What follows belongs to an exercise in optimizing a design on an open flow for small area and a short achievable clock period; a production flow would make more cautious choices.
Function was checked by simulation only, so behaviour that the tests miss may differ from the original.

$ cat flow/flow/run.sh
#!/bin/bash
# The standard layout, with two changes to how it is made:
# - the setup repair is asked to leave a margin of slack at the design's own
#   clock period, so that the resizer keeps working on the paths that set the
#   achieved period;
# - the port buffers (one on every input and output, as the standard flow
#   places them) are plain buffers rather than the default delay buffers.
set -euo pipefail
export SETUP_SLACK_MARGIN=85
export BUFFER_PORTS_ARGS="-buffer_cell sky130_fd_sc_hd__buf_2"
bash standard.sh > standard_make.log 2>&1
$ cat flow/standard.sh
#!/bin/bash
# synth_recipe.tcl (not shown) runs the flow's synth.tcl, then flattens the netlist and writes it again
# the make line also repeats each setting of config.mk as NAME=value (left out here)
make -C /OpenROAD-flow-scripts/flow DESIGN_CONFIG=/design/flow/config.mk WORK_HOME=/design/flow/orfs CLKGATE_MAP_FILE= SYNTH_SCRIPT=/design/flow/synth_recipe.tcl "${@:-finish}"
$ cat flow/config.mk
export PLATFORM = sky130hd
export DESIGN_NAME = stack_core
export DESIGN_NICKNAME = stack_core
export VERILOG_FILES = /design/flow/design.v
export SDC_FILE = /design/flow/constraint.sdc
export NUM_CORES = 4
export LEC_CHECK = 0
export ABC_AREA = 1
export CAP_MARGIN = 20
export CORE_MARGIN = 2
export CORE_UTILIZATION = 60
export CTS_BUF_LIST = sky130_fd_sc_hd__clkbuf_8
export SLEW_MARGIN = 20
export SYNTH_HIERARCHICAL = 1
$ cat flow/constraint.sdc
create_clock -name core_clock -period 110.0 [get_ports {clk}]
set_input_delay 22.0000 -clock core_clock [delete_from_list [all_inputs] [get_ports {clk}]]
set_output_delay 22.0000 -clock core_clock [all_outputs]
set_load 0.01 [all_outputs]
$ cat flow/design.v
`timescale 1ns/1ps
`default_nettype none
package isa_pkg;
    typedef logic [4:0] opcode_t;
    typedef logic [3:0] alu_op_t;
    typedef logic [1:0] fault_t;
    localparam alu_op_t IADD = 4'h0;
    localparam alu_op_t ISUB = 4'h1;
    localparam alu_op_t IMUL = 4'h2;
    localparam alu_op_t IDIV = 4'h3;
    localparam alu_op_t IREM = 4'h4;
    localparam alu_op_t INEG = 4'h5;
    localparam alu_op_t IOR  = 4'h8;
    localparam alu_op_t IXOR = 4'h9;
    localparam alu_op_t ISHL = 4'hC;
    localparam alu_op_t ISHR = 4'hD;
    localparam alu_op_t IAND = 4'hF;
    localparam opcode_t OP_PUSH = 5'h10;
    localparam opcode_t OP_POP  = 5'h11;
    localparam opcode_t OP_DUP  = 5'h12;
    localparam opcode_t OP_SWAP = 5'h13;
    localparam fault_t FAULT_NONE      = 2'd0;
    localparam fault_t FAULT_UNDERFLOW = 2'd1;
    localparam fault_t FAULT_OVERFLOW  = 2'd2;
    localparam fault_t FAULT_ILLEGAL   = 2'd3;
endpackage
`default_nettype wire
`timescale 1ns/1ps
`default_nettype none
package stack_pkg;
    typedef logic [31:0] word_t;
    localparam int STACK_DEPTH = 8;
    typedef logic [3:0] depth_t;
    typedef logic [2:0] sp_t;
endpackage
`default_nettype wire
`timescale 1ns/1ps
`timescale 1ns/1ps
`timescale 1ns/1ps
`default_nettype none
module stack_control (
    input  logic              rst_n,
    input  logic              cmd_valid,
    input  isa_pkg::opcode_t  cmd_op,
    input  stack_pkg::depth_t depth,
    output isa_pkg::fault_t   fault_c,
    output logic              inc,
    output logic              dec,
    output logic [6:0]        wr_en,
    output logic [6:0]        rd_sel,
    output logic [3:0]        lut,
    output logic              s_imm,
    output logic              s_add,
    output logic              s_sub,
    output logic              s_mul,
    output logic              s_quo,
    output logic              s_rem,
    output logic              s_shl,
    output logic              s_shr
);
    logic [3:0] code;
    logic       is_alu;
    logic       alu_legal;
    logic       ge1;
    logic       ge2;
    logic       full;
    logic       do_push, do_dup, do_pop, do_swap, do_neg, do_bin;
    assign code   = cmd_op[3:0];
    assign is_alu = ~cmd_op[4];
    assign ge1    = (depth != 4'd0);
    assign ge2    = (depth > 4'd1);
    assign full   = depth[3];
    always_comb begin
        case (code)
            4'h6, 4'h7, 4'hA, 4'hB, 4'hE: alu_legal = 1'b0;
            default:                      alu_legal = 1'b1;
        endcase
    end
    always_comb begin
        fault_c = isa_pkg::FAULT_NONE;
        do_push = 1'b0;
        do_dup  = 1'b0;
        do_pop  = 1'b0;
        do_swap = 1'b0;
        do_neg  = 1'b0;
        do_bin  = 1'b0;
        if (is_alu) begin
            if (!alu_legal)               fault_c = isa_pkg::FAULT_ILLEGAL;
            else if (code == isa_pkg::INEG) begin
                if (!ge1)                 fault_c = isa_pkg::FAULT_UNDERFLOW;
                else                      do_neg  = 1'b1;
            end else if (!ge2)            fault_c = isa_pkg::FAULT_UNDERFLOW;
            else                          do_bin  = 1'b1;
        end else begin
            case (cmd_op)
                isa_pkg::OP_PUSH: begin
                    if (full)             fault_c = isa_pkg::FAULT_OVERFLOW;
                    else                  do_push = 1'b1;
                end
                isa_pkg::OP_POP: begin
                    if (!ge1)             fault_c = isa_pkg::FAULT_UNDERFLOW;
                    else                  do_pop  = 1'b1;
                end
                isa_pkg::OP_DUP: begin
                    if (!ge1)             fault_c = isa_pkg::FAULT_UNDERFLOW;
                    else if (full)        fault_c = isa_pkg::FAULT_OVERFLOW;
                    else                  do_dup  = 1'b1;
                end
                isa_pkg::OP_SWAP: begin
                    if (!ge2)             fault_c = isa_pkg::FAULT_UNDERFLOW;
                    else                  do_swap = 1'b1;
                end
                default:                  fault_c = isa_pkg::FAULT_ILLEGAL;
            endcase
        end
    end
    logic go;
    assign go  = cmd_valid & rst_n;
    assign inc = go & (do_push | do_dup);
    assign dec = go & (do_pop | do_bin);
    always_comb begin
        for (int i = 0; i < 7; i++) begin
            rd_sel[i] = (depth == 4'(i + 2));
            wr_en[i]  = go & (((do_push | do_dup) & (depth == 4'(i + 1))) |
                              (do_swap & (depth == 4'(i + 2))));
        end
    end
    always_comb begin
        lut   = 4'b0000;
        s_imm = 1'b0;
        s_add = 1'b0;
        s_sub = 1'b0;
        s_mul = 1'b0;
        s_quo = 1'b0;
        s_rem = 1'b0;
        s_shl = 1'b0;
        s_shr = 1'b0;
        if (!rst_n) begin
            lut = 4'b0000;                         
        end else if (!cmd_valid) begin
            lut = 4'b1010;                         
        end else if (do_push) begin
            s_imm = 1'b1;
        end else if (do_pop | do_swap) begin
            lut = 4'b1100;                         
        end else if (do_neg) begin
            lut = 4'b0101;                         
        end else if (do_bin) begin
            case (code)
                isa_pkg::IADD: s_add = 1'b1;
                isa_pkg::ISUB: s_sub = 1'b1;
                isa_pkg::IMUL: s_mul = 1'b1;
                isa_pkg::IDIV: s_quo = 1'b1;
                isa_pkg::IREM: s_rem = 1'b1;
                isa_pkg::IOR:  lut   = 4'b1110;    
                isa_pkg::IXOR: lut   = 4'b0110;    
                isa_pkg::ISHL: s_shl = 1'b1;
                isa_pkg::ISHR: s_shr = 1'b1;
                default:       lut   = 4'b1000;    
            endcase
        end else begin
            lut = 4'b1010;                         
        end
    end
endmodule
`default_nettype wire
`timescale 1ns/1ps
`default_nettype none
module stack_core (
    input  logic              clk,
    input  logic              rst_n,
    input  logic              cmd_valid,
    input  isa_pkg::opcode_t  cmd_op,
    input  stack_pkg::word_t  cmd_imm,
    output logic              done,
    output logic              fault,
    output isa_pkg::fault_t   fault_code,
    output stack_pkg::word_t  tos,
    output stack_pkg::depth_t depth
);
    stack_pkg::word_t  top;
    stack_pkg::word_t  next;
    stack_pkg::depth_t count;
    isa_pkg::fault_t   fault_c;
    logic inc, dec;
    logic [6:0] wr_en;
    logic [6:0] rd_sel;
    logic [3:0] lut;
    logic s_imm, s_add, s_sub, s_mul, s_quo, s_rem, s_shl, s_shr;
    stack_pkg::word_t r_add, r_sub, r_mul, r_shl, r_shr;
    logic [15:0] r_quo, r_rem;
    logic        r_dz;
    stack_pkg::word_t top_d;
    assign tos   = top;
    assign depth = count;
    stack_control u_control (
        .rst_n     (rst_n),
        .cmd_valid (cmd_valid),
        .cmd_op    (cmd_op),
        .depth     (count),
        .fault_c   (fault_c),
        .inc       (inc),
        .dec       (dec),
        .wr_en     (wr_en),
        .rd_sel    (rd_sel),
        .lut       (lut),
        .s_imm     (s_imm),
        .s_add     (s_add),
        .s_sub     (s_sub),
        .s_mul     (s_mul),
        .s_quo     (s_quo),
        .s_rem     (s_rem),
        .s_shl     (s_shl),
        .s_shr     (s_shr)
    );
    stack_pkg::word_t entries [7];
    always_ff @(posedge clk) begin
        for (int i = 0; i < 7; i++) begin
            if (wr_en[i]) entries[i] <= top;
        end
    end
    always_comb begin
        next = '0;
        for (int i = 0; i < 7; i++) begin
            next = next | (entries[i] & {32{rd_sel[i]}});
        end
    end
    logic [32:0] ca, cs;
    assign ca[0] = 1'b0;
    assign cs[0] = 1'b1;
    always_comb begin
        for (int j = 0; j < 32; j++) begin
            r_add[j]   = next[j] ^ top[j] ^ ca[j];
            ca[j+1]    = (next[j] & top[j]) | (next[j] & ca[j]) | (top[j] & ca[j]);
            r_sub[j]   = next[j] ^ ~top[j] ^ cs[j];
            cs[j+1]    = (next[j] & ~top[j]) | (next[j] & cs[j]) | (~top[j] & cs[j]);
        end
    end
    logic [16:0] ms [16];
    logic [15:0] mc [16];
    logic [16:0] mf;
    always_comb begin
        for (int j = 0; j < 16; j++) begin
            ms[0][j] = next[j] & top[0];
            mc[0][j] = 1'b0;
        end
        ms[0][16] = 1'b0;
        for (int i = 1; i < 16; i++) begin
            r_mul[i-1] = ms[i-1][0];
            ms[i][16]  = 1'b0;
            for (int j = 0; j < 16; j++) begin
                ms[i][j] = (next[j] & top[i]) ^ ms[i-1][j+1] ^ mc[i-1][j];
                mc[i][j] = ((next[j] & top[i]) & ms[i-1][j+1]) |
                           ((next[j] & top[i]) & mc[i-1][j]) |
                           (ms[i-1][j+1] & mc[i-1][j]);
            end
        end
        r_mul[15] = ms[15][0];
        mf[0] = 1'b0;
        for (int j = 0; j < 16; j++) begin
            r_mul[16+j] = ms[15][j+1] ^ mc[15][j] ^ mf[j];
            mf[j+1]     = (ms[15][j+1] & mc[15][j]) | (ms[15][j+1] & mf[j]) |
                          (mc[15][j] & mf[j]);
        end
    end
    assign r_shl = next << top[4:0];
    assign r_shr = next >> top[4:0];
    logic [15:0] dv_a, dv_d, dv_q, dv_r;
    assign dv_a  = next[15:0];
    assign dv_d  = top[15:0];
    assign r_quo = dv_q;
    assign r_rem = dv_r;
    assign r_dz  = (top[15:0] == 16'd0);
    wire [17:0] dv_m1 = {2'b00, dv_d};
    wire [17:0] dv_m2 = {1'b0, dv_d, 1'b0};
    wire [17:0] dv_m3 = dv_m1 + dv_m2;
    wire [18:0] dv_zh1;
    assign dv_zh1[18] = 1'b1;
    assign dv_zh1[17] = dv_zh1[18] & ~dv_m1[17];
    assign dv_zh1[16] = dv_zh1[17] & ~dv_m1[16];
    assign dv_zh1[15] = dv_zh1[16] & ~dv_m1[15];
    assign dv_zh1[14] = dv_zh1[15] & ~dv_m1[14];
    assign dv_zh1[13] = dv_zh1[14] & ~dv_m1[13];
    assign dv_zh1[12] = dv_zh1[13] & ~dv_m1[12];
    assign dv_zh1[11] = dv_zh1[12] & ~dv_m1[11];
    assign dv_zh1[10] = dv_zh1[11] & ~dv_m1[10];
    assign dv_zh1[9] = dv_zh1[10] & ~dv_m1[9];
    assign dv_zh1[8] = dv_zh1[9] & ~dv_m1[8];
    assign dv_zh1[7] = dv_zh1[8] & ~dv_m1[7];
    assign dv_zh1[6] = dv_zh1[7] & ~dv_m1[6];
    assign dv_zh1[5] = dv_zh1[6] & ~dv_m1[5];
    assign dv_zh1[4] = dv_zh1[5] & ~dv_m1[4];
    assign dv_zh1[3] = dv_zh1[4] & ~dv_m1[3];
    assign dv_zh1[2] = dv_zh1[3] & ~dv_m1[2];
    assign dv_zh1[1] = dv_zh1[2] & ~dv_m1[1];
    assign dv_zh1[0] = dv_zh1[1] & ~dv_m1[0];
    wire [18:0] dv_zh2;
    assign dv_zh2[18] = 1'b1;
    assign dv_zh2[17] = dv_zh2[18] & ~dv_m2[17];
    assign dv_zh2[16] = dv_zh2[17] & ~dv_m2[16];
    assign dv_zh2[15] = dv_zh2[16] & ~dv_m2[15];
    assign dv_zh2[14] = dv_zh2[15] & ~dv_m2[14];
    assign dv_zh2[13] = dv_zh2[14] & ~dv_m2[13];
    assign dv_zh2[12] = dv_zh2[13] & ~dv_m2[12];
    assign dv_zh2[11] = dv_zh2[12] & ~dv_m2[11];
    assign dv_zh2[10] = dv_zh2[11] & ~dv_m2[10];
    assign dv_zh2[9] = dv_zh2[10] & ~dv_m2[9];
    assign dv_zh2[8] = dv_zh2[9] & ~dv_m2[8];
    assign dv_zh2[7] = dv_zh2[8] & ~dv_m2[7];
    assign dv_zh2[6] = dv_zh2[7] & ~dv_m2[6];
    assign dv_zh2[5] = dv_zh2[6] & ~dv_m2[5];
    assign dv_zh2[4] = dv_zh2[5] & ~dv_m2[4];
    assign dv_zh2[3] = dv_zh2[4] & ~dv_m2[3];
    assign dv_zh2[2] = dv_zh2[3] & ~dv_m2[2];
    assign dv_zh2[1] = dv_zh2[2] & ~dv_m2[1];
    assign dv_zh2[0] = dv_zh2[1] & ~dv_m2[0];
    wire [18:0] dv_zh3;
    assign dv_zh3[18] = 1'b1;
    assign dv_zh3[17] = dv_zh3[18] & ~dv_m3[17];
    assign dv_zh3[16] = dv_zh3[17] & ~dv_m3[16];
    assign dv_zh3[15] = dv_zh3[16] & ~dv_m3[15];
    assign dv_zh3[14] = dv_zh3[15] & ~dv_m3[14];
    assign dv_zh3[13] = dv_zh3[14] & ~dv_m3[13];
    assign dv_zh3[12] = dv_zh3[13] & ~dv_m3[12];
    assign dv_zh3[11] = dv_zh3[12] & ~dv_m3[11];
    assign dv_zh3[10] = dv_zh3[11] & ~dv_m3[10];
    assign dv_zh3[9] = dv_zh3[10] & ~dv_m3[9];
    assign dv_zh3[8] = dv_zh3[9] & ~dv_m3[8];
    assign dv_zh3[7] = dv_zh3[8] & ~dv_m3[7];
    assign dv_zh3[6] = dv_zh3[7] & ~dv_m3[6];
    assign dv_zh3[5] = dv_zh3[6] & ~dv_m3[5];
    assign dv_zh3[4] = dv_zh3[5] & ~dv_m3[4];
    assign dv_zh3[3] = dv_zh3[4] & ~dv_m3[3];
    assign dv_zh3[2] = dv_zh3[3] & ~dv_m3[2];
    assign dv_zh3[1] = dv_zh3[2] & ~dv_m3[1];
    assign dv_zh3[0] = dv_zh3[1] & ~dv_m3[0];
    wire dv_s0_x0 = dv_a[15];
    wire [1:0] dv_s0m1_s = {1'b0, {dv_s0_x0}} - {1'b0, dv_m1[0:0]};
    wire dv_s0_ge1 = dv_zh1[1] & ~dv_s0m1_s[1];
    assign dv_q[15] = dv_s0_ge1;
    wire dv_s0_r0 = dv_s0_ge1 ? dv_s0m1_s[0] : dv_s0_x0;
    wire dv_s1_x0 = dv_a[14];
    wire dv_s1_x1 = dv_s0_r0;
    wire [2:0] dv_s1m1_s = {1'b0, {dv_s1_x1, dv_s1_x0}} - {1'b0, dv_m1[1:0]};
    wire dv_s1_ge1 = dv_zh1[2] & ~dv_s1m1_s[2];
    assign dv_q[14] = dv_s1_ge1;
    wire dv_s1_r0 = dv_s1_ge1 ? dv_s1m1_s[0] : dv_s1_x0;
    wire dv_s1_r1 = dv_s1_ge1 ? dv_s1m1_s[1] : dv_s1_x1;
    wire dv_s2_x0 = dv_a[13];
    wire dv_s2_x1 = dv_s1_r0;
    wire dv_s2_x2 = dv_s1_r1;
    wire [3:0] dv_s2m1_s = {1'b0, {dv_s2_x2, dv_s2_x1, dv_s2_x0}} - {1'b0, dv_m1[2:0]};
    wire dv_s2_ge1 = dv_zh1[3] & ~dv_s2m1_s[3];
    assign dv_q[13] = dv_s2_ge1;
    wire dv_s2_r0 = dv_s2_ge1 ? dv_s2m1_s[0] : dv_s2_x0;
    wire dv_s2_r1 = dv_s2_ge1 ? dv_s2m1_s[1] : dv_s2_x1;
    wire dv_s2_r2 = dv_s2_ge1 ? dv_s2m1_s[2] : dv_s2_x2;
    wire dv_s3_x0 = dv_a[12];
    wire dv_s3_x1 = dv_s2_r0;
    wire dv_s3_x2 = dv_s2_r1;
    wire dv_s3_x3 = dv_s2_r2;
    wire [4:0] dv_s3m1_s = {1'b0, {dv_s3_x3, dv_s3_x2, dv_s3_x1, dv_s3_x0}} - {1'b0, dv_m1[3:0]};
    wire dv_s3_ge1 = dv_zh1[4] & ~dv_s3m1_s[4];
    assign dv_q[12] = dv_s3_ge1;
    wire dv_s3_r0 = dv_s3_ge1 ? dv_s3m1_s[0] : dv_s3_x0;
    wire dv_s3_r1 = dv_s3_ge1 ? dv_s3m1_s[1] : dv_s3_x1;
    wire dv_s3_r2 = dv_s3_ge1 ? dv_s3m1_s[2] : dv_s3_x2;
    wire dv_s3_r3 = dv_s3_ge1 ? dv_s3m1_s[3] : dv_s3_x3;
    wire dv_s4_x0 = dv_a[11];
    wire dv_s4_x1 = dv_s3_r0;
    wire dv_s4_x2 = dv_s3_r1;
    wire dv_s4_x3 = dv_s3_r2;
    wire dv_s4_x4 = dv_s3_r3;
    wire [5:0] dv_s4m1_s = {1'b0, {dv_s4_x4, dv_s4_x3, dv_s4_x2, dv_s4_x1, dv_s4_x0}} - {1'b0, dv_m1[4:0]};
    wire dv_s4_ge1 = dv_zh1[5] & ~dv_s4m1_s[5];
    assign dv_q[11] = dv_s4_ge1;
    wire dv_s4_r0 = dv_s4_ge1 ? dv_s4m1_s[0] : dv_s4_x0;
    wire dv_s4_r1 = dv_s4_ge1 ? dv_s4m1_s[1] : dv_s4_x1;
    wire dv_s4_r2 = dv_s4_ge1 ? dv_s4m1_s[2] : dv_s4_x2;
    wire dv_s4_r3 = dv_s4_ge1 ? dv_s4m1_s[3] : dv_s4_x3;
    wire dv_s4_r4 = dv_s4_ge1 ? dv_s4m1_s[4] : dv_s4_x4;
    wire dv_s5_x0 = dv_a[10];
    wire dv_s5_x1 = dv_s4_r0;
    wire dv_s5_x2 = dv_s4_r1;
    wire dv_s5_x3 = dv_s4_r2;
    wire dv_s5_x4 = dv_s4_r3;
    wire dv_s5_x5 = dv_s4_r4;
    wire [6:0] dv_s5m1_s = {1'b0, {dv_s5_x5, dv_s5_x4, dv_s5_x3, dv_s5_x2, dv_s5_x1, dv_s5_x0}} - {1'b0, dv_m1[5:0]};
    wire dv_s5_ge1 = dv_zh1[6] & ~dv_s5m1_s[6];
    assign dv_q[10] = dv_s5_ge1;
    wire dv_s5_r0 = dv_s5_ge1 ? dv_s5m1_s[0] : dv_s5_x0;
    wire dv_s5_r1 = dv_s5_ge1 ? dv_s5m1_s[1] : dv_s5_x1;
    wire dv_s5_r2 = dv_s5_ge1 ? dv_s5m1_s[2] : dv_s5_x2;
    wire dv_s5_r3 = dv_s5_ge1 ? dv_s5m1_s[3] : dv_s5_x3;
    wire dv_s5_r4 = dv_s5_ge1 ? dv_s5m1_s[4] : dv_s5_x4;
    wire dv_s5_r5 = dv_s5_ge1 ? dv_s5m1_s[5] : dv_s5_x5;
    wire dv_s6_x0 = dv_a[9];
    wire dv_s6_x1 = dv_s5_r0;
    wire dv_s6_x2 = dv_s5_r1;
    wire dv_s6_x3 = dv_s5_r2;
    wire dv_s6_x4 = dv_s5_r3;
    wire dv_s6_x5 = dv_s5_r4;
    wire dv_s6_x6 = dv_s5_r5;
    wire [7:0] dv_s6m1_s = {1'b0, {dv_s6_x6, dv_s6_x5, dv_s6_x4, dv_s6_x3, dv_s6_x2, dv_s6_x1, dv_s6_x0}} - {1'b0, dv_m1[6:0]};
    wire dv_s6_ge1 = dv_zh1[7] & ~dv_s6m1_s[7];
    assign dv_q[9] = dv_s6_ge1;
    wire dv_s6_r0 = dv_s6_ge1 ? dv_s6m1_s[0] : dv_s6_x0;
    wire dv_s6_r1 = dv_s6_ge1 ? dv_s6m1_s[1] : dv_s6_x1;
    wire dv_s6_r2 = dv_s6_ge1 ? dv_s6m1_s[2] : dv_s6_x2;
    wire dv_s6_r3 = dv_s6_ge1 ? dv_s6m1_s[3] : dv_s6_x3;
    wire dv_s6_r4 = dv_s6_ge1 ? dv_s6m1_s[4] : dv_s6_x4;
    wire dv_s6_r5 = dv_s6_ge1 ? dv_s6m1_s[5] : dv_s6_x5;
    wire dv_s6_r6 = dv_s6_ge1 ? dv_s6m1_s[6] : dv_s6_x6;
    wire dv_s7_x0 = dv_a[8];
    wire dv_s7_x1 = dv_s6_r0;
    wire dv_s7_x2 = dv_s6_r1;
    wire dv_s7_x3 = dv_s6_r2;
    wire dv_s7_x4 = dv_s6_r3;
    wire dv_s7_x5 = dv_s6_r4;
    wire dv_s7_x6 = dv_s6_r5;
    wire dv_s7_x7 = dv_s6_r6;
    wire [8:0] dv_s7m1_s = {1'b0, {dv_s7_x7, dv_s7_x6, dv_s7_x5, dv_s7_x4, dv_s7_x3, dv_s7_x2, dv_s7_x1, dv_s7_x0}} - {1'b0, dv_m1[7:0]};
    wire dv_s7_ge1 = dv_zh1[8] & ~dv_s7m1_s[8];
    assign dv_q[8] = dv_s7_ge1;
    wire dv_s7_r0 = dv_s7_ge1 ? dv_s7m1_s[0] : dv_s7_x0;
    wire dv_s7_r1 = dv_s7_ge1 ? dv_s7m1_s[1] : dv_s7_x1;
    wire dv_s7_r2 = dv_s7_ge1 ? dv_s7m1_s[2] : dv_s7_x2;
    wire dv_s7_r3 = dv_s7_ge1 ? dv_s7m1_s[3] : dv_s7_x3;
    wire dv_s7_r4 = dv_s7_ge1 ? dv_s7m1_s[4] : dv_s7_x4;
    wire dv_s7_r5 = dv_s7_ge1 ? dv_s7m1_s[5] : dv_s7_x5;
    wire dv_s7_r6 = dv_s7_ge1 ? dv_s7m1_s[6] : dv_s7_x6;
    wire dv_s7_r7 = dv_s7_ge1 ? dv_s7m1_s[7] : dv_s7_x7;
    wire dv_s8_x0 = dv_a[6];
    wire dv_s8_x1 = dv_a[7];
    wire dv_s8_x2 = dv_s7_r0;
    wire dv_s8_x3 = dv_s7_r1;
    wire dv_s8_x4 = dv_s7_r2;
    wire dv_s8_x5 = dv_s7_r3;
    wire dv_s8_x6 = dv_s7_r4;
    wire dv_s8_x7 = dv_s7_r5;
    wire dv_s8_x8 = dv_s7_r6;
    wire dv_s8_x9 = dv_s7_r7;
    wire [10:0] dv_s8m1_s = {1'b0, {dv_s8_x9, dv_s8_x8, dv_s8_x7, dv_s8_x6, dv_s8_x5, dv_s8_x4, dv_s8_x3, dv_s8_x2, dv_s8_x1, dv_s8_x0}} - {1'b0, dv_m1[9:0]};
    wire dv_s8_ge1 = dv_zh1[10] & ~dv_s8m1_s[10];
    wire [10:0] dv_s8m2_s = {1'b0, {dv_s8_x9, dv_s8_x8, dv_s8_x7, dv_s8_x6, dv_s8_x5, dv_s8_x4, dv_s8_x3, dv_s8_x2, dv_s8_x1, dv_s8_x0}} - {1'b0, dv_m2[9:0]};
    wire dv_s8_ge2 = dv_zh2[10] & ~dv_s8m2_s[10];
    wire [10:0] dv_s8m3_s = {1'b0, {dv_s8_x9, dv_s8_x8, dv_s8_x7, dv_s8_x6, dv_s8_x5, dv_s8_x4, dv_s8_x3, dv_s8_x2, dv_s8_x1, dv_s8_x0}} - {1'b0, dv_m3[9:0]};
    wire dv_s8_ge3 = dv_zh3[10] & ~dv_s8m3_s[10];
    assign dv_q[7] = dv_s8_ge2;
    assign dv_q[6] = dv_s8_ge3 | (dv_s8_ge1 & ~dv_s8_ge2);
    wire dv_s8_r0 = dv_s8_ge3 ? dv_s8m3_s[0] : dv_s8_ge2 ? dv_s8m2_s[0] : dv_s8_ge1 ? dv_s8m1_s[0] : dv_s8_x0;
    wire dv_s8_r1 = dv_s8_ge3 ? dv_s8m3_s[1] : dv_s8_ge2 ? dv_s8m2_s[1] : dv_s8_ge1 ? dv_s8m1_s[1] : dv_s8_x1;
    wire dv_s8_r2 = dv_s8_ge3 ? dv_s8m3_s[2] : dv_s8_ge2 ? dv_s8m2_s[2] : dv_s8_ge1 ? dv_s8m1_s[2] : dv_s8_x2;
    wire dv_s8_r3 = dv_s8_ge3 ? dv_s8m3_s[3] : dv_s8_ge2 ? dv_s8m2_s[3] : dv_s8_ge1 ? dv_s8m1_s[3] : dv_s8_x3;
    wire dv_s8_r4 = dv_s8_ge3 ? dv_s8m3_s[4] : dv_s8_ge2 ? dv_s8m2_s[4] : dv_s8_ge1 ? dv_s8m1_s[4] : dv_s8_x4;
    wire dv_s8_r5 = dv_s8_ge3 ? dv_s8m3_s[5] : dv_s8_ge2 ? dv_s8m2_s[5] : dv_s8_ge1 ? dv_s8m1_s[5] : dv_s8_x5;
    wire dv_s8_r6 = dv_s8_ge3 ? dv_s8m3_s[6] : dv_s8_ge2 ? dv_s8m2_s[6] : dv_s8_ge1 ? dv_s8m1_s[6] : dv_s8_x6;
    wire dv_s8_r7 = dv_s8_ge3 ? dv_s8m3_s[7] : dv_s8_ge2 ? dv_s8m2_s[7] : dv_s8_ge1 ? dv_s8m1_s[7] : dv_s8_x7;
    wire dv_s8_r8 = dv_s8_ge3 ? dv_s8m3_s[8] : dv_s8_ge2 ? dv_s8m2_s[8] : dv_s8_ge1 ? dv_s8m1_s[8] : dv_s8_x8;
    wire dv_s8_r9 = dv_s8_ge3 ? dv_s8m3_s[9] : dv_s8_ge2 ? dv_s8m2_s[9] : dv_s8_ge1 ? dv_s8m1_s[9] : dv_s8_x9;
    wire dv_s9_x0 = dv_a[4];
    wire dv_s9_x1 = dv_a[5];
    wire dv_s9_x2 = dv_s8_r0;
    wire dv_s9_x3 = dv_s8_r1;
    wire dv_s9_x4 = dv_s8_r2;
    wire dv_s9_x5 = dv_s8_r3;
    wire dv_s9_x6 = dv_s8_r4;
    wire dv_s9_x7 = dv_s8_r5;
    wire dv_s9_x8 = dv_s8_r6;
    wire dv_s9_x9 = dv_s8_r7;
    wire dv_s9_x10 = dv_s8_r8;
    wire dv_s9_x11 = dv_s8_r9;
    wire [12:0] dv_s9m1_s = {1'b0, {dv_s9_x11, dv_s9_x10, dv_s9_x9, dv_s9_x8, dv_s9_x7, dv_s9_x6, dv_s9_x5, dv_s9_x4, dv_s9_x3, dv_s9_x2, dv_s9_x1, dv_s9_x0}} - {1'b0, dv_m1[11:0]};
    wire dv_s9_ge1 = dv_zh1[12] & ~dv_s9m1_s[12];
    wire [12:0] dv_s9m2_s = {1'b0, {dv_s9_x11, dv_s9_x10, dv_s9_x9, dv_s9_x8, dv_s9_x7, dv_s9_x6, dv_s9_x5, dv_s9_x4, dv_s9_x3, dv_s9_x2, dv_s9_x1, dv_s9_x0}} - {1'b0, dv_m2[11:0]};
    wire dv_s9_ge2 = dv_zh2[12] & ~dv_s9m2_s[12];
    wire [12:0] dv_s9m3_s = {1'b0, {dv_s9_x11, dv_s9_x10, dv_s9_x9, dv_s9_x8, dv_s9_x7, dv_s9_x6, dv_s9_x5, dv_s9_x4, dv_s9_x3, dv_s9_x2, dv_s9_x1, dv_s9_x0}} - {1'b0, dv_m3[11:0]};
    wire dv_s9_ge3 = dv_zh3[12] & ~dv_s9m3_s[12];
    assign dv_q[5] = dv_s9_ge2;
    assign dv_q[4] = dv_s9_ge3 | (dv_s9_ge1 & ~dv_s9_ge2);
    wire dv_s9_r0 = dv_s9_ge3 ? dv_s9m3_s[0] : dv_s9_ge2 ? dv_s9m2_s[0] : dv_s9_ge1 ? dv_s9m1_s[0] : dv_s9_x0;
    wire dv_s9_r1 = dv_s9_ge3 ? dv_s9m3_s[1] : dv_s9_ge2 ? dv_s9m2_s[1] : dv_s9_ge1 ? dv_s9m1_s[1] : dv_s9_x1;
    wire dv_s9_r2 = dv_s9_ge3 ? dv_s9m3_s[2] : dv_s9_ge2 ? dv_s9m2_s[2] : dv_s9_ge1 ? dv_s9m1_s[2] : dv_s9_x2;
    wire dv_s9_r3 = dv_s9_ge3 ? dv_s9m3_s[3] : dv_s9_ge2 ? dv_s9m2_s[3] : dv_s9_ge1 ? dv_s9m1_s[3] : dv_s9_x3;
    wire dv_s9_r4 = dv_s9_ge3 ? dv_s9m3_s[4] : dv_s9_ge2 ? dv_s9m2_s[4] : dv_s9_ge1 ? dv_s9m1_s[4] : dv_s9_x4;
    wire dv_s9_r5 = dv_s9_ge3 ? dv_s9m3_s[5] : dv_s9_ge2 ? dv_s9m2_s[5] : dv_s9_ge1 ? dv_s9m1_s[5] : dv_s9_x5;
    wire dv_s9_r6 = dv_s9_ge3 ? dv_s9m3_s[6] : dv_s9_ge2 ? dv_s9m2_s[6] : dv_s9_ge1 ? dv_s9m1_s[6] : dv_s9_x6;
    wire dv_s9_r7 = dv_s9_ge3 ? dv_s9m3_s[7] : dv_s9_ge2 ? dv_s9m2_s[7] : dv_s9_ge1 ? dv_s9m1_s[7] : dv_s9_x7;
    wire dv_s9_r8 = dv_s9_ge3 ? dv_s9m3_s[8] : dv_s9_ge2 ? dv_s9m2_s[8] : dv_s9_ge1 ? dv_s9m1_s[8] : dv_s9_x8;
    wire dv_s9_r9 = dv_s9_ge3 ? dv_s9m3_s[9] : dv_s9_ge2 ? dv_s9m2_s[9] : dv_s9_ge1 ? dv_s9m1_s[9] : dv_s9_x9;
    wire dv_s9_r10 = dv_s9_ge3 ? dv_s9m3_s[10] : dv_s9_ge2 ? dv_s9m2_s[10] : dv_s9_ge1 ? dv_s9m1_s[10] : dv_s9_x10;
    wire dv_s9_r11 = dv_s9_ge3 ? dv_s9m3_s[11] : dv_s9_ge2 ? dv_s9m2_s[11] : dv_s9_ge1 ? dv_s9m1_s[11] : dv_s9_x11;
    wire dv_s10_x0 = dv_a[2];
    wire dv_s10_x1 = dv_a[3];
    wire dv_s10_x2 = dv_s9_r0;
    wire dv_s10_x3 = dv_s9_r1;
    wire dv_s10_x4 = dv_s9_r2;
    wire dv_s10_x5 = dv_s9_r3;
    wire dv_s10_x6 = dv_s9_r4;
    wire dv_s10_x7 = dv_s9_r5;
    wire dv_s10_x8 = dv_s9_r6;
    wire dv_s10_x9 = dv_s9_r7;
    wire dv_s10_x10 = dv_s9_r8;
    wire dv_s10_x11 = dv_s9_r9;
    wire dv_s10_x12 = dv_s9_r10;
    wire dv_s10_x13 = dv_s9_r11;
    wire [14:0] dv_s10m1_s = {1'b0, {dv_s10_x13, dv_s10_x12, dv_s10_x11, dv_s10_x10, dv_s10_x9, dv_s10_x8, dv_s10_x7, dv_s10_x6, dv_s10_x5, dv_s10_x4, dv_s10_x3, dv_s10_x2, dv_s10_x1, dv_s10_x0}} - {1'b0, dv_m1[13:0]};
    wire dv_s10_ge1 = dv_zh1[14] & ~dv_s10m1_s[14];
    wire [14:0] dv_s10m2_s = {1'b0, {dv_s10_x13, dv_s10_x12, dv_s10_x11, dv_s10_x10, dv_s10_x9, dv_s10_x8, dv_s10_x7, dv_s10_x6, dv_s10_x5, dv_s10_x4, dv_s10_x3, dv_s10_x2, dv_s10_x1, dv_s10_x0}} - {1'b0, dv_m2[13:0]};
    wire dv_s10_ge2 = dv_zh2[14] & ~dv_s10m2_s[14];
    wire [14:0] dv_s10m3_s = {1'b0, {dv_s10_x13, dv_s10_x12, dv_s10_x11, dv_s10_x10, dv_s10_x9, dv_s10_x8, dv_s10_x7, dv_s10_x6, dv_s10_x5, dv_s10_x4, dv_s10_x3, dv_s10_x2, dv_s10_x1, dv_s10_x0}} - {1'b0, dv_m3[13:0]};
    wire dv_s10_ge3 = dv_zh3[14] & ~dv_s10m3_s[14];
    assign dv_q[3] = dv_s10_ge2;
    assign dv_q[2] = dv_s10_ge3 | (dv_s10_ge1 & ~dv_s10_ge2);
    wire dv_s10_r0 = dv_s10_ge3 ? dv_s10m3_s[0] : dv_s10_ge2 ? dv_s10m2_s[0] : dv_s10_ge1 ? dv_s10m1_s[0] : dv_s10_x0;
    wire dv_s10_r1 = dv_s10_ge3 ? dv_s10m3_s[1] : dv_s10_ge2 ? dv_s10m2_s[1] : dv_s10_ge1 ? dv_s10m1_s[1] : dv_s10_x1;
    wire dv_s10_r2 = dv_s10_ge3 ? dv_s10m3_s[2] : dv_s10_ge2 ? dv_s10m2_s[2] : dv_s10_ge1 ? dv_s10m1_s[2] : dv_s10_x2;
    wire dv_s10_r3 = dv_s10_ge3 ? dv_s10m3_s[3] : dv_s10_ge2 ? dv_s10m2_s[3] : dv_s10_ge1 ? dv_s10m1_s[3] : dv_s10_x3;
    wire dv_s10_r4 = dv_s10_ge3 ? dv_s10m3_s[4] : dv_s10_ge2 ? dv_s10m2_s[4] : dv_s10_ge1 ? dv_s10m1_s[4] : dv_s10_x4;
    wire dv_s10_r5 = dv_s10_ge3 ? dv_s10m3_s[5] : dv_s10_ge2 ? dv_s10m2_s[5] : dv_s10_ge1 ? dv_s10m1_s[5] : dv_s10_x5;
    wire dv_s10_r6 = dv_s10_ge3 ? dv_s10m3_s[6] : dv_s10_ge2 ? dv_s10m2_s[6] : dv_s10_ge1 ? dv_s10m1_s[6] : dv_s10_x6;
    wire dv_s10_r7 = dv_s10_ge3 ? dv_s10m3_s[7] : dv_s10_ge2 ? dv_s10m2_s[7] : dv_s10_ge1 ? dv_s10m1_s[7] : dv_s10_x7;
    wire dv_s10_r8 = dv_s10_ge3 ? dv_s10m3_s[8] : dv_s10_ge2 ? dv_s10m2_s[8] : dv_s10_ge1 ? dv_s10m1_s[8] : dv_s10_x8;
    wire dv_s10_r9 = dv_s10_ge3 ? dv_s10m3_s[9] : dv_s10_ge2 ? dv_s10m2_s[9] : dv_s10_ge1 ? dv_s10m1_s[9] : dv_s10_x9;
    wire dv_s10_r10 = dv_s10_ge3 ? dv_s10m3_s[10] : dv_s10_ge2 ? dv_s10m2_s[10] : dv_s10_ge1 ? dv_s10m1_s[10] : dv_s10_x10;
    wire dv_s10_r11 = dv_s10_ge3 ? dv_s10m3_s[11] : dv_s10_ge2 ? dv_s10m2_s[11] : dv_s10_ge1 ? dv_s10m1_s[11] : dv_s10_x11;
    wire dv_s10_r12 = dv_s10_ge3 ? dv_s10m3_s[12] : dv_s10_ge2 ? dv_s10m2_s[12] : dv_s10_ge1 ? dv_s10m1_s[12] : dv_s10_x12;
    wire dv_s10_r13 = dv_s10_ge3 ? dv_s10m3_s[13] : dv_s10_ge2 ? dv_s10m2_s[13] : dv_s10_ge1 ? dv_s10m1_s[13] : dv_s10_x13;
    wire dv_s11_x0 = dv_a[0];
    wire dv_s11_x1 = dv_a[1];
    wire dv_s11_x2 = dv_s10_r0;
    wire dv_s11_x3 = dv_s10_r1;
    wire dv_s11_x4 = dv_s10_r2;
    wire dv_s11_x5 = dv_s10_r3;
    wire dv_s11_x6 = dv_s10_r4;
    wire dv_s11_x7 = dv_s10_r5;
    wire dv_s11_x8 = dv_s10_r6;
    wire dv_s11_x9 = dv_s10_r7;
    wire dv_s11_x10 = dv_s10_r8;
    wire dv_s11_x11 = dv_s10_r9;
    wire dv_s11_x12 = dv_s10_r10;
    wire dv_s11_x13 = dv_s10_r11;
    wire dv_s11_x14 = dv_s10_r12;
    wire dv_s11_x15 = dv_s10_r13;
    wire [16:0] dv_s11m1_s = {1'b0, {dv_s11_x15, dv_s11_x14, dv_s11_x13, dv_s11_x12, dv_s11_x11, dv_s11_x10, dv_s11_x9, dv_s11_x8, dv_s11_x7, dv_s11_x6, dv_s11_x5, dv_s11_x4, dv_s11_x3, dv_s11_x2, dv_s11_x1, dv_s11_x0}} - {1'b0, dv_m1[15:0]};
    wire dv_s11_ge1 = dv_zh1[16] & ~dv_s11m1_s[16];
    wire [16:0] dv_s11m2_s = {1'b0, {dv_s11_x15, dv_s11_x14, dv_s11_x13, dv_s11_x12, dv_s11_x11, dv_s11_x10, dv_s11_x9, dv_s11_x8, dv_s11_x7, dv_s11_x6, dv_s11_x5, dv_s11_x4, dv_s11_x3, dv_s11_x2, dv_s11_x1, dv_s11_x0}} - {1'b0, dv_m2[15:0]};
    wire dv_s11_ge2 = dv_zh2[16] & ~dv_s11m2_s[16];
    wire [16:0] dv_s11m3_s = {1'b0, {dv_s11_x15, dv_s11_x14, dv_s11_x13, dv_s11_x12, dv_s11_x11, dv_s11_x10, dv_s11_x9, dv_s11_x8, dv_s11_x7, dv_s11_x6, dv_s11_x5, dv_s11_x4, dv_s11_x3, dv_s11_x2, dv_s11_x1, dv_s11_x0}} - {1'b0, dv_m3[15:0]};
    wire dv_s11_ge3 = dv_zh3[16] & ~dv_s11m3_s[16];
    assign dv_q[1] = dv_s11_ge2;
    assign dv_q[0] = dv_s11_ge3 | (dv_s11_ge1 & ~dv_s11_ge2);
    wire dv_s11_r0 = dv_s11_ge3 ? dv_s11m3_s[0] : dv_s11_ge2 ? dv_s11m2_s[0] : dv_s11_ge1 ? dv_s11m1_s[0] : dv_s11_x0;
    wire dv_s11_r1 = dv_s11_ge3 ? dv_s11m3_s[1] : dv_s11_ge2 ? dv_s11m2_s[1] : dv_s11_ge1 ? dv_s11m1_s[1] : dv_s11_x1;
    wire dv_s11_r2 = dv_s11_ge3 ? dv_s11m3_s[2] : dv_s11_ge2 ? dv_s11m2_s[2] : dv_s11_ge1 ? dv_s11m1_s[2] : dv_s11_x2;
    wire dv_s11_r3 = dv_s11_ge3 ? dv_s11m3_s[3] : dv_s11_ge2 ? dv_s11m2_s[3] : dv_s11_ge1 ? dv_s11m1_s[3] : dv_s11_x3;
    wire dv_s11_r4 = dv_s11_ge3 ? dv_s11m3_s[4] : dv_s11_ge2 ? dv_s11m2_s[4] : dv_s11_ge1 ? dv_s11m1_s[4] : dv_s11_x4;
    wire dv_s11_r5 = dv_s11_ge3 ? dv_s11m3_s[5] : dv_s11_ge2 ? dv_s11m2_s[5] : dv_s11_ge1 ? dv_s11m1_s[5] : dv_s11_x5;
    wire dv_s11_r6 = dv_s11_ge3 ? dv_s11m3_s[6] : dv_s11_ge2 ? dv_s11m2_s[6] : dv_s11_ge1 ? dv_s11m1_s[6] : dv_s11_x6;
    wire dv_s11_r7 = dv_s11_ge3 ? dv_s11m3_s[7] : dv_s11_ge2 ? dv_s11m2_s[7] : dv_s11_ge1 ? dv_s11m1_s[7] : dv_s11_x7;
    wire dv_s11_r8 = dv_s11_ge3 ? dv_s11m3_s[8] : dv_s11_ge2 ? dv_s11m2_s[8] : dv_s11_ge1 ? dv_s11m1_s[8] : dv_s11_x8;
    wire dv_s11_r9 = dv_s11_ge3 ? dv_s11m3_s[9] : dv_s11_ge2 ? dv_s11m2_s[9] : dv_s11_ge1 ? dv_s11m1_s[9] : dv_s11_x9;
    wire dv_s11_r10 = dv_s11_ge3 ? dv_s11m3_s[10] : dv_s11_ge2 ? dv_s11m2_s[10] : dv_s11_ge1 ? dv_s11m1_s[10] : dv_s11_x10;
    wire dv_s11_r11 = dv_s11_ge3 ? dv_s11m3_s[11] : dv_s11_ge2 ? dv_s11m2_s[11] : dv_s11_ge1 ? dv_s11m1_s[11] : dv_s11_x11;
    wire dv_s11_r12 = dv_s11_ge3 ? dv_s11m3_s[12] : dv_s11_ge2 ? dv_s11m2_s[12] : dv_s11_ge1 ? dv_s11m1_s[12] : dv_s11_x12;
    wire dv_s11_r13 = dv_s11_ge3 ? dv_s11m3_s[13] : dv_s11_ge2 ? dv_s11m2_s[13] : dv_s11_ge1 ? dv_s11m1_s[13] : dv_s11_x13;
    wire dv_s11_r14 = dv_s11_ge3 ? dv_s11m3_s[14] : dv_s11_ge2 ? dv_s11m2_s[14] : dv_s11_ge1 ? dv_s11m1_s[14] : dv_s11_x14;
    wire dv_s11_r15 = dv_s11_ge3 ? dv_s11m3_s[15] : dv_s11_ge2 ? dv_s11m2_s[15] : dv_s11_ge1 ? dv_s11m1_s[15] : dv_s11_x15;
    assign dv_r = {dv_s11_r15, dv_s11_r14, dv_s11_r13, dv_s11_r12, dv_s11_r11, dv_s11_r10, dv_s11_r9, dv_s11_r8, dv_s11_r7, dv_s11_r6, dv_s11_r5, dv_s11_r4, dv_s11_r3, dv_s11_r2, dv_s11_r1, dv_s11_r0};
    always_comb begin
        for (int j = 0; j < 32; j++) begin
            top_d[j] = lut[{next[j], top[j]}] |
                       (s_imm & cmd_imm[j]) | (s_add & r_add[j]) | (s_sub & r_sub[j]) |
                       (s_mul & r_mul[j]) | (s_shl & r_shl[j]) | (s_shr & r_shr[j]);
            if (j < 16) top_d[j] = top_d[j] | (s_quo & r_quo[j]) | (s_rem & r_rem[j]);
            else        top_d[j] = top_d[j] | (s_quo & r_dz);
        end
    end
    always_ff @(posedge clk) begin
        top <= top_d;
        if (!rst_n) begin
            count      <= '0;
            done       <= 1'b0;
            fault      <= 1'b0;
            fault_code <= isa_pkg::FAULT_NONE;
        end else begin
            if (inc)      count <= count + 4'd1;
            else if (dec) count <= count - 4'd1;
            done       <= cmd_valid;
            fault      <= cmd_valid && (fault_c != isa_pkg::FAULT_NONE);
            fault_code <= cmd_valid ? fault_c : isa_pkg::FAULT_NONE;
        end
    end
endmodule
`default_nettype wire
==> reports/results.tsv, run 1 <==
stage	metric	value	unit
yosys	synth_flop_cell	edfxtp_1	
timing	tightest_slew	1.114	ns
timing	rsz0062_at_grt	yes	
clock_network	cts_buffer_depth	3	
worst_setup_path	cp.arrival	25.26	ns
timing	fmax	0.04028	GHz
finish	areaGrowthSynthToFinish	7.990	%
clock_network	clock_sinks	264	
finish	drive_gt1_share	10.02	%
yosys	async_reset_ff_share	0	%
grt	grt_max_degree	61	
drt	drc	0	
grt	grtUsageMet3	9.010	%
clock_network	clock-root-buffer	clkbuf_8	
yosys	synth-edff-count	224	
grt	grtUsageTotal	41.62	%
grt	grt_pass1_vias	29120	
floorplan	core_area	52340	µm²
worst_hold_path	hold_depth	1	
grt	busiest_layer	met2	
yosys	ys_top_cells_by_area	edfxtp_1 (21%), fa_1 (19%), ha_1 (10%)	
yosys	syn_nets	4427	
yosys	synthCells	3822	
yosys	yosysUniqueCellTypes	63	
floorplan	io_pins	80	
timing	report.final.hold_viol_count	0	
floorplan	die_h	233.8	µm
timing	finalSetupViolations	0	
finish	fillers	4431	
clock_network	cts_inserted_buffers	39	
yosys	yosysTopAreaCellShare	21.23	%
finish	final_cells	4623	
drt	vias	29780	
timing	drv_slew	0	
yosys	ys_ff_latch	264	
floorplan	die_w	233.8	µm
clock_network	clk_latency	0.58	ns
yosys	syn_area_per_cell	8.288	µm²
drt	drt-vias-per-instance	6.442	
grt	grt_use_met1	53.30	%
drt	drtAntennaViolNets	0	
worst_setup_path	cp-start-kind	input port	
yosys	yosysWarnings	11	
clock_network	ctsHoldBuffers	0	
grt	grt_use_met2	65.52	%
place	place_congestion	1.039	
worst_setup_path	critPathMaxFanout	16	
clock_network	cts_tree	yes	
place	dp_cells	4527	
finish	multiInputGateArea	22240	µm²
place	port_buffers	79	
grt	gr-total-overflow	0	
floorplan	rows	84	
grt	grt_pass1_wl	170.7	mm
place	hpwl	85.13	mm
timing	final.period_utilization	22.57	%
drt	drt_wl_total	114.6	mm
worst_setup_path	rr_worst_depth	141	
drt	wl_per_cell	24.78	µm
finish	regArea	7546	µm²
worst_setup_path	end_kind	register	
drt	drtIter0Drc	3039	
flow_run	drv_cap	0	
floorplan	die-area	54650	µm²
grt	antenna_found_initial	6	
yosys	synth_top_area_cell	edfxtp_1	
worst_hold_path	hp-class	reg -> reg	
floorplan	start_util	60.52	%
timing	tns	0	ns
worst_setup_path	required	110.44	ns
yosys	syn_area	31680	µm²
drt	dr.pass1.iters	6	
clock_network	clk_pin_slew	0.07	ns
clock_network	htree_levels	2	
yosys	synth-seq-area-share	23.76	%
worst_setup_path	crit_type	in -> reg	
run_status	outcome	complete, no violations	
finish	fin_nets	4507	
timing	layout_min_cycle_time	24.82	ns
timing	clock_skew	0.03885	ns
timing	slew_headroom	25.58	%
==> Yosys stat by module (local to each module, per instance) <==
module         area [µm²]  flops+latches  cells  copies in the design
stack_control       588.1              0    126                     1
stack_core          31090            264   3696                     1
==> worst max-delay path, cell delays in order <==
cell and delay [ns]:
buf_2 0.16, nor2_2 0.20, nand3_4 0.17, nor2_2 0.22, nor2_2 0.06, nand3_2 0.15
nor3_2 0.11, inv_1 0.45, nor2_4 0.18, inv_1 0.60, a221oi_2 0.15, a2111oi_0 0.64
nand2_1 0.13
==> repair_timing <==
item                                    in CTS  in global routing
cloned                                       1                  4
buffers inserted                             0                 17
resized for setup                           14                 80
hold endpoints to repair                     0                  0
pin swaps                                    0                  4
endpoints found under the setup margin      25                 21
==> cell usage after synthesis (all sizes together), types with 3 or more instances <==
| library cell | instances |
|---|---|
| nand2 | 782 |
| inv | 412 |
| nor2 | 366 |
| fa | 304 |
| o21ai | 289 |
| ha | 261 |
| a21oi | 256 |
| edfxtp | 224 |
| nand3 | 169 |
| clkbuf | 101 |
| xor2 | 85 |
| a22o | 65 |
| a221oi | 64 |
| o21bai | 50 |
| xnor2 | 43 |
| buf | 40 |
| dfxtp | 40 |
| or2 | 33 |
| o2111ai | 30 |
| a211oi | 23 |
| clkinv | 20 |
| a31oi | 18 |
| mux2i | 17 |
| nor3 | 17 |
| o22ai | 17 |
| nand4 | 16 |
| o211ai | 16 |
| a2111oi | 11 |
| a21o | 9 |
| o221ai | 9 |
| nand3b | 7 |
| and2 | 5 |
| a21boi | 4 |
| o21a | 4 |
| a311oi | 3 |
==> sequential cells by signal, indices dropped and copies added (netlist names) <==
name,flops
entries,224
top,32
fault,1
done,1
count,4
fault_code,2
==> kinds of logic (layout without fill, tap and decap cells) <==
| group | Yosys count | count (layout) | share of synthesized area (%) |
|---|---|---|---|
| simple gates | 1399 | 1399 | 18.45 |
| compound gates | 876 | 876 | 17.37 |
| buf+inv | 573 | 683 | 6.829 |
| fa+ha+maj | 565 | 565 | 29.52 |
| flops | 264 | 264 | 23.76 |
| xor+xnor | 128 | 128 | 3.539 |
| mux | 17 | 17 | 0.5372 |
| other cells | 0 | 3 | 0 |
==> layout make-up <==
class	count	share of cell area, %
diodes	3	0.02195
flip-flops and latches	264	22.06
well taps	688	2.516
inverters	432	4.879
repair buffers	176	3.420
clock inverters	32	0.4499
clock buffers	39	1.569
multi-input cells	2985	65.01
repair inverters	4	0.07315
==> stage by stage <==
stage	util (%)	area [µm²]	setup WS (ns)	hold WS [ns]
2_1_floorplan	-	31680	85.78	0.5420
3_3_place_gp	63.12	33040	83.60	0.5174
3_5_place_dp	63.17	33060	83.66	0.5338
4_1_cts	64.56	33790	84.92	0.5450
5_1_grt	65.34	34200	84.85	0.5521
6_report	65.36	34210	85.18	0.5393
==> final timing paths <==
kind	from	end	slack [ns]
worst min register to register	count[0]$_SDFFE_PN0P_	count[0]$_SDFFE_PN0P_	0.54
worst min-delay path	count[0]$_SDFFE_PN0P_	count[0]$_SDFFE_PN0P_	0.54
worst max-delay path	cmd_op[1]	top[4]$_DFF_P_	85.18
worst max register to register	count[2]$_SDFFE_PN0P_	top[11]$_DFF_P_	86.55
==> placed cells by master, fill, tap and decap left out, types with 21 or more instances in the layout <==
master and instances:
clkbuf_8 39, fa_1 304, xor2_1 85, o2111ai_1 30
nand3_1 159, clkinv_1 21, o21ai_1 36, nand2_1 763
xnor2_1 43, o21ai_2 25, dfxtp_1 33, a22o_1 65
buf_2 81, buf_4 88, nor2_1 345, o21bai_1 49
a221oi_1 63, edfxtp_1 224, a211oi_1 22, inv_1 408
ha_1 260, or2_2 29, a21oi_1 250, o21ai_0 228
==> per-layer routing <==
metal | up-vias | part of all wire [%]
met1 | 14370 | 38
li1 | 13130 | -
met4 | 8 | 6.7
met2 | 1827 | 44
met5 | - | 0.044
met3 | 446 | 11
==> run 2: changes to the inputs <==
--- a/flow/config.mk
+++ b/flow/config.mk
@@ -10,5 +10,7 @@
 export CORE_MARGIN = 2
 export CORE_UTILIZATION = 60
 export CTS_BUF_LIST = sky130_fd_sc_hd__clkbuf_8
+export CTS_CLUSTER_DIAMETER = 70
+export CTS_CLUSTER_SIZE = 12
 export SLEW_MARGIN = 20
 export SYNTH_HIERARCHICAL = 1
==> reports/results.tsv, run 2 <==
stage	metric	value	unit
run_status	outcome	complete, no violations	
timing	finalSetupViolations	0	
yosys	yosysMostFrequentCell	nand2_1	
timing	clock_skew	0.03414	ns
worst_setup_path	critPathMaxFanout	16	
place	pre_cts_slack	83.66	ns
worst_setup_path	cp.arrival	25.43	ns
finish	fin_nets	4493	
yosys	async_reset_ff_share	0	%
clock_network	cts_tree	yes	
grt	grt_pass1_vias	28980	
timing	worst_slack	85.04	ns
place	port_buffers	79	
worst_setup_path	end_kind	register	
clock_network	ctsHoldBuffers	0	
finish	largest_register_ff_count	224	
place	hpwl	85.13	mm
drt	vias	29770	
yosys	syn_nets	4427	
place	place_congestion	1.039	
worst_setup_path	max_stage_delay	0.72	ns
drt	drtAntennaViolNets	0	
clock_network	cts_inserted_buffers	26	
yosys	synth_flop_cell	edfxtp_1	
yosys	yosysUniqueCellTypes	63	
timing	layout_min_cycle_time	24.96	ns
timing	tns	0	ns
yosys	synth-seq-area-share	23.76	%
drt	routed-wl-met3	12.78	mm
grt	antenna_found_initial	5	
grt	gr-total-overflow	0	
worst_hold_path	hp-class	reg -> reg	
grt	grt_max_degree	61	
drt	wl_met1	43.25	mm
yosys	synthCells	3822	
finish	areaGrowthSynthToFinish	7.256	%
flow_run	drv_cap	0	
drt	drt-vias-per-instance	6.469	
floorplan	die-area	54650	µm²
clock_network	cts_buffer_depth	3	
drt	wl_met2	50.85	mm
yosys	syn_area	31680	µm²
floorplan	rows	84	
worst_setup_path	critPathSlowestCell	a2111oi_0	
worst_setup_path	cp-start-kind	input port	
yosys	synth-edff-count	224	
yosys	yosysTopAreaCellShare	21.23	%
clock_network	clock_sinks	264	
clock_network	htree_levels	1	
worst_setup_path	path_delay_family	simple AND/OR/NAND/NOR gates	
yosys	synth_top_area_cell	edfxtp_1	
finish	final_common_cell	nand2_1	
worst_setup_path	crit_type	in -> reg	
timing	drv_slew	0	
timing	rsz0062_at_grt	no	
yosys	yosysWarnings	11	
drt	drt_wl_total	114.3	mm
clock_network	clk_latency	0.60	ns
clock_network	clk_pin_slew	0.09	ns
finish	drive_gt1_share	9.596	%
finish	design_area	33980	µm²
timing	slew_headroom	24.70	%
worst_setup_path	crit_chain	buf_2, nor2_4, nand3_4, nor2_2, nor2_2, nand3_2, nor3_2, inv_1, nor2_4, inv_1, a221oi_1, a2111oi_0, nand2_1	
grt	grtUsageTotal	41.48	%
floorplan	die_h	233.8	µm
timing	fmax	0.04007	GHz
drt	dr.pass1.iters	7	
yosys	ys_ff_latch	264	
yosys	syn_area_per_cell	8.288	µm²
floorplan	io_pins	80	
finish	reg_top3	entries x224, top x32, count x4	
drt	wl_per_cell	24.84	µm
worst_setup_path	required	110.47	ns
drt	drc	0	
place	placed_area	33060	µm²
drt	drtIter0Drc	2729	
finish	largest_register	entries	
yosys	ys_top_cells_by_area	edfxtp_1 (21%), fa_1 (19%), ha_1 (10%)	
drt	maxUsedRoutingLayer	met5	
floorplan	die_w	233.8	µm
clock_network	clock-root-buffer	clkbuf_8	
timing	report.final.hold_viol_count	0	
yosys	synth_common_cells	nand2_1 (769), inv_1 (401), nor2_1 (354)	
timing	tightest_slew	1.127	ns
floorplan	start_util	60.52	%
timing	final.period_utilization	22.69	%
floorplan	core_area	52340	µm²
finish	layout_common_cells	nand2_1 (761), inv_1 (412), nor2_1 (345), fa_1 (304), ha_1 (260)	
finish	fillers	4462	
worst_setup_path	crit_buf_inv	3	
grt	grt_pass1_wl	170.2	mm
run 2: cell counts after synthesis:
No cell type changed its count.
run 2: logic make-up after synthesis:
family | count (synthesis) | synth area share, %
AND/OR/NAND/NOR | 1399 | 18.45
AO/OA/AOI/OAI | 876 | 17.37
buffers and inverters | 573 | 6.829
adder cells (fa/ha/maj) | 565 | 29.52
flip-flops | 264 | 23.76
XOR/XNOR | 128 | 3.539
multiplexers | 17 | 0.5372
run 2: per-stage QoR:
step	utilization (%)	instances	hold WS, ns
4_1_cts	64.12	4576	0.5487
3_3_place_gp	63.12	4524	0.5174
6_report	64.91	4601	0.5393
3_5_place_dp	63.17	4527	0.5338
5_1_grt	64.89	4596	0.5569
2_1_floorplan	-	3822	0.5420
run 2: path summary, 6_finish.rpt:
path / startpoint / endpoint / slack (ns) / cells after the start
setup / recovery: cmd_op[2] / top[4]$_DFF_P_ / 85.04 / 13
hold / removal: count[0]$_SDFFE_PN0P_ / count[0]$_SDFFE_PN0P_ / 0.54 / 1
setup reg to reg: count[2]$_SDFFE_PN0P_ / top[11]$_DFF_P_ / 86.62 / 142
hold reg to reg: count[0]$_SDFFE_PN0P_ / count[0]$_SDFFE_PN0P_ / 0.54 / 1
run 2: metal layers:
metal  global-route usage (%)  up-vias
met3                    8.889      416
met4                    23.50        4
met5                        0        -
met2                    65.51     1848
li1                         -    13110
met1                    53.10    14390
run 2: repair_timing:
item                       in CTS  in global routing
gates resized for setup        14                 80
gates cloned                    1                  4
setup endpoints to repair      25                 21
pin swaps                       0                  5
setup buffers                   0                 16
hold endpoints to repair        0                  0
run 2: modules after synthesis (local to each module, per instance):
module,cells inside,copies in the design,area (µm²),flip-flops and latches
stack_core,3696,1,31090,264
stack_control,126,1,588.1,0
run 2: layout make-up:
class,instances,area (µm²),area share (%)
antenna,5,12.51,0.03683
timing repair buffer,175,1162,3.421
inverter,432,1669,4.913
sequential,264,7546,22.21
timing repair inverter,4,25.02,0.07365
clock inverter,21,91.34,0.2688
multi-input combinational,2985,22240,65.45
clock buffer,27,371.6,1.094
tap,688,860.8,2.534
==> run 3: changes to the inputs <==
==> flow/flow/run.sh (replaced) <==
#!/bin/bash
# The standard layout, with these changes to how it is made:
# - the setup repair is asked to leave a margin of slack at the design's own
#   clock period, so that the resizer keeps working on the paths that set the
#   achieved period; the repair after global routing gets a slightly larger
#   margin, since detailed routing makes some paths a little slower than the
#   global-route estimate;
# - the port buffers (one on every input and output, as the standard flow
#   places them) are plain buffers rather than the default delay buffers.
set -euo pipefail
export BUFFER_PORTS_ARGS="-buffer_cell sky130_fd_sc_hd__buf_2"
SETUP_SLACK_MARGIN=85 bash standard.sh cts > standard_make_to_cts.log 2>&1
SETUP_SLACK_MARGIN=85.4 bash standard.sh > standard_make.log 2>&1
--- a/flow/config.mk
+++ b/flow/config.mk
@@ -10,7 +10,5 @@
 export CORE_MARGIN = 2
 export CORE_UTILIZATION = 60
 export CTS_BUF_LIST = sky130_fd_sc_hd__clkbuf_8
-export CTS_CLUSTER_DIAMETER = 70
-export CTS_CLUSTER_SIZE = 12
 export SLEW_MARGIN = 20
 export SYNTH_HIERARCHICAL = 1
==> reports/results.tsv, run 3 <==
stage	metric	value	unit
yosys	syn_area_per_cell	8.288	µm²
finish	fin_nets	4532	
timing	clock_skew	0.04070	ns
yosys	synth_fa_ha_area_share	29.52	%
clock_network	ctsHoldBuffers	0	
yosys	synth_top_area_cell	edfxtp_1	
yosys	yosysTopAreaCellShare	21.23	%
yosys	syn_area	31680	µm²
yosys	yosysWarnings	11	
floorplan	rows	84	
yosys	yosys.area_share.simple	18.45	%
finish	reg_top3	entries x224, top x32, count x4	
worst_setup_path	crit_type	in -> reg	
worst_setup_path	required	110.35	ns
floorplan	die_h	233.8	µm
clock_network	clk_latency	0.59	ns
finish	fillers	4386	
drt	drt_wl_total	115.1	mm
yosys	synthMuxAreaShare	0.5372	%
yosys	async_reset_ff_share	0	%
grt	grt_max_degree	61	
timing	tightest_slew	1.125	ns
yosys	syn_nets	4427	
floorplan	die_w	233.8	µm
timing	final.period_utilization	22.30	%
clock_network	htree_levels	2	
yosys	synth_flop_cell	edfxtp_1	
drt	drtIter0Drc	2983	
clock_network	cts_inserted_buffers	39	
timing	layout_min_cycle_time	24.52	ns
finish	largest_register	entries	
yosys	synth-edff-count	224	
drt	drt-vias-per-instance	6.433	
flow_run	drv_cap	0	
grt	antenna_found_initial	3	
finish	design_area	34560	µm²
finish	regArea	7546	µm²
grt	gr-total-overflow	0	
run_status	outcome	complete, no violations	
timing	holdWs	0.5397	ns
worst_setup_path	critPathMaxFanout	20	
yosys	ys_ff_latch	264	
floorplan	start_util	60.52	%
finish	largest_register_ff_count	224	
drt	vias	29900	
worst_setup_path	cp-start-kind	input port	
place	placed_area	33060	µm²
clock_network	clock_sinks	264	
yosys	synth_top_family_by_area	adder cells	
clock_network	clk_pin_slew	0.07	ns
yosys	yosysMostFrequentCell	nand2_1	
grt	grt_pass1_wl	170.7	mm
worst_setup_path	rrSetupSlack	87.02	ns
worst_setup_path	r2r_start	count[2]$_SDFFE_PN0P_	
yosys	synthCells	3822	
timing	tns	0	ns
yosys	ys_top_cells_by_area	edfxtp_1 (21%), fa_1 (19%), ha_1 (10%)	
place	hpwl	85.13	mm
worst_setup_path	rr_worst_depth	150	
timing	slew_headroom	24.85	%
worst_hold_path	hold_depth	1	
finish	multiInputGateArea	22370	µm²
clock_network	cts_tree	yes	
worst_setup_path	timing.critical_path.from	cmd_op[3]	
timing	drv_slew	0	
floorplan	die-area	54650	µm²
worst_setup_path	end_kind	register	
yosys	yosysUniqueCellTypes	63	
worst_hold_path	hp-class	reg -> reg	
yosys	synth-compound-area-share	17.37	%
finish	areaGrowthSynthToFinish	9.092	%
finish	drive_gt1_share	11.07	%
yosys	synthXorXnorAreaFrac	3.539	%
place	place_congestion	1.039	
yosys	synth_common_cells	nand2_1 (769), inv_1 (401), nor2_1 (354)	
drt	dr.pass1.iters	6	
worst_setup_path	reg2reg_to	top[5]$_DFF_P_	
drt	drtAntennaViolNets	0	
timing	fmax	0.04078	GHz
worst_setup_path	crit_end	top[27]$_DFF_P_	
place	port_buffers	79	
timing	worst_slack	85.48	ns
place	pre_cts_slack	83.66	ns
worst_setup_path	cp.arrival	24.87	ns
clock_network	clock-root-buffer	clkbuf_8	
drt	drc	0	
timing	report.final.hold_viol_count	0	
yosys	synth-seq-area-share	23.76	%
floorplan	core_area	52340	µm²
drt	wl_per_cell	24.76	µm
floorplan	io_pins	80	
grt	grt_pass1_vias	29120	
finish	layout_common_cells	nand2_1 (760), inv_1 (405), nor2_1 (345), fa_1 (304), ha_1 (259)	
timing	rsz0062_at_grt	yes	
grt	grtUsageTotal	41.62	%
clock_network	cts_buffer_depth	3	
finish	final_common_cell	nand2_1	
timing	finalSetupViolations	0	
==> run 3: routing by layer <==
metal | track usage, % | part of all wire (%)
met5 | 0 | 0.026
met2 | 65.52 | 44
met4 | 23.85 | 6.9
met1 | 53.30 | 38
met3 | 9.010 | 11
==> run 3: logic make-up (layout without fill, tap and decap cells) <==
logic type,Yosys count,after routing
flops,264,264
other cells,0,3
mux,17,17
compound gates,876,876
buf+inv,573,707
fa+ha+maj,565,565
simple gates,1399,1400
xor+xnor,128,128
==> run 3: worst min-delay path by stage <==
stage / from / slack, ns / endpoint
2_1_floorplan: count[3]$_SDFFE_PN0P_ / 0.54 / count[3]$_SDFFE_PN0P_
5_1_grt: count[0]$_SDFFE_PN0P_ / 0.55 / count[0]$_SDFFE_PN0P_
3_5_place_dp: count[3]$_SDFFE_PN0P_ / 0.53 / count[3]$_SDFFE_PN0P_
6_report: count[0]$_SDFFE_PN0P_ / 0.54 / count[0]$_SDFFE_PN0P_
4_1_cts: count[3]$_SDFFE_PN0P_ / 0.54 / count[3]$_SDFFE_PN0P_
3_3_place_gp: count[3]$_SDFFE_PN0P_ / 0.52 / count[3]$_SDFFE_PN0P_
==> run 3: cell type report <==
type                    count  area share, %
diodes                      3        0.02172
clock buffers              39          1.553
clock inverters            32         0.4453
inverters                 432          4.862
multi-input cells        2986          64.73
flip-flops and latches    264          21.84
well taps                 688          2.491
repair buffers            200          3.990
repair inverters            4        0.07241
==> run 3: repair_timing <==
action	in CTS	in global routing
setup endpoints to repair	25	32
gates resized for setup	14	116
gates cloned	1	6
setup buffers	0	40
pin swaps	0	12
==> run 3: critical path, stage by stage <==
cell	delay, ns
buf_2	0.15
nor2_4	0.20
nand3_4	0.15
nor2_4	0.15
nor2_2	0.06
nand3_2	0.16
nor2_2	0.04
buf_4	0.24
inv_1	0.49
o2111ai_1	0.20
a2111oi_1	0.68
o2111ai_1	0.32
==> run 3: per-module statistics from Yosys, one instance, submodules excluded <==
module,times used,area (µm²)
stack_core,1,31090
stack_control,1,588.1
==> run 3: stage by stage <==
step	cells	utilization (%)
floorplan	3822	-
global placement	4524	63.12
detailed placement	4527	63.17
CTS	4599	64.56
global route	4645	66.01
finish	4648	66.03

-- what the ideal ports hide --
The results above use ideal ports. As a check the final layouts listed here were re-extracted and re-timed, cells and wires unchanged. Step 1 assumes that a clkbuf_16 drives the clock port and a buf_2 every other input. Step 2, shift: input delay + t, output delay - t, t = (earliest + latest rising clock arrival at the registers) / 2. This alone moves slack from input paths to output paths. Slacks: ideal / step 1 / step 2; pairs: ideal / step 1.
run | shift t [ns] | slack for setup (ns) | latest minus earliest clock arrival (ns) | worst register clock-pin slew, ns | worst slew at a driven data input, ns
run 1 | 0.620 | 85.176 / 85.209 / 84.589 | 0.041 / 0.040 | 0.08 / 0.08 | 0.05
run 2 | 0.641 | 85.044 / 85.078 / 84.436 | 0.035 / 0.035 | 0.10 / 0.10 | 0.05
run 3 | 0.621 | 85.475 / 85.499 / 84.879 | 0.041 / 0.041 | 0.08 / 0.08 | 0.05
After both steps every run listed still meets setup and hold. For run 2, which loses most, drivers alone change the setup slack by +0.034 ns; drivers and shift together by -0.608 ns.
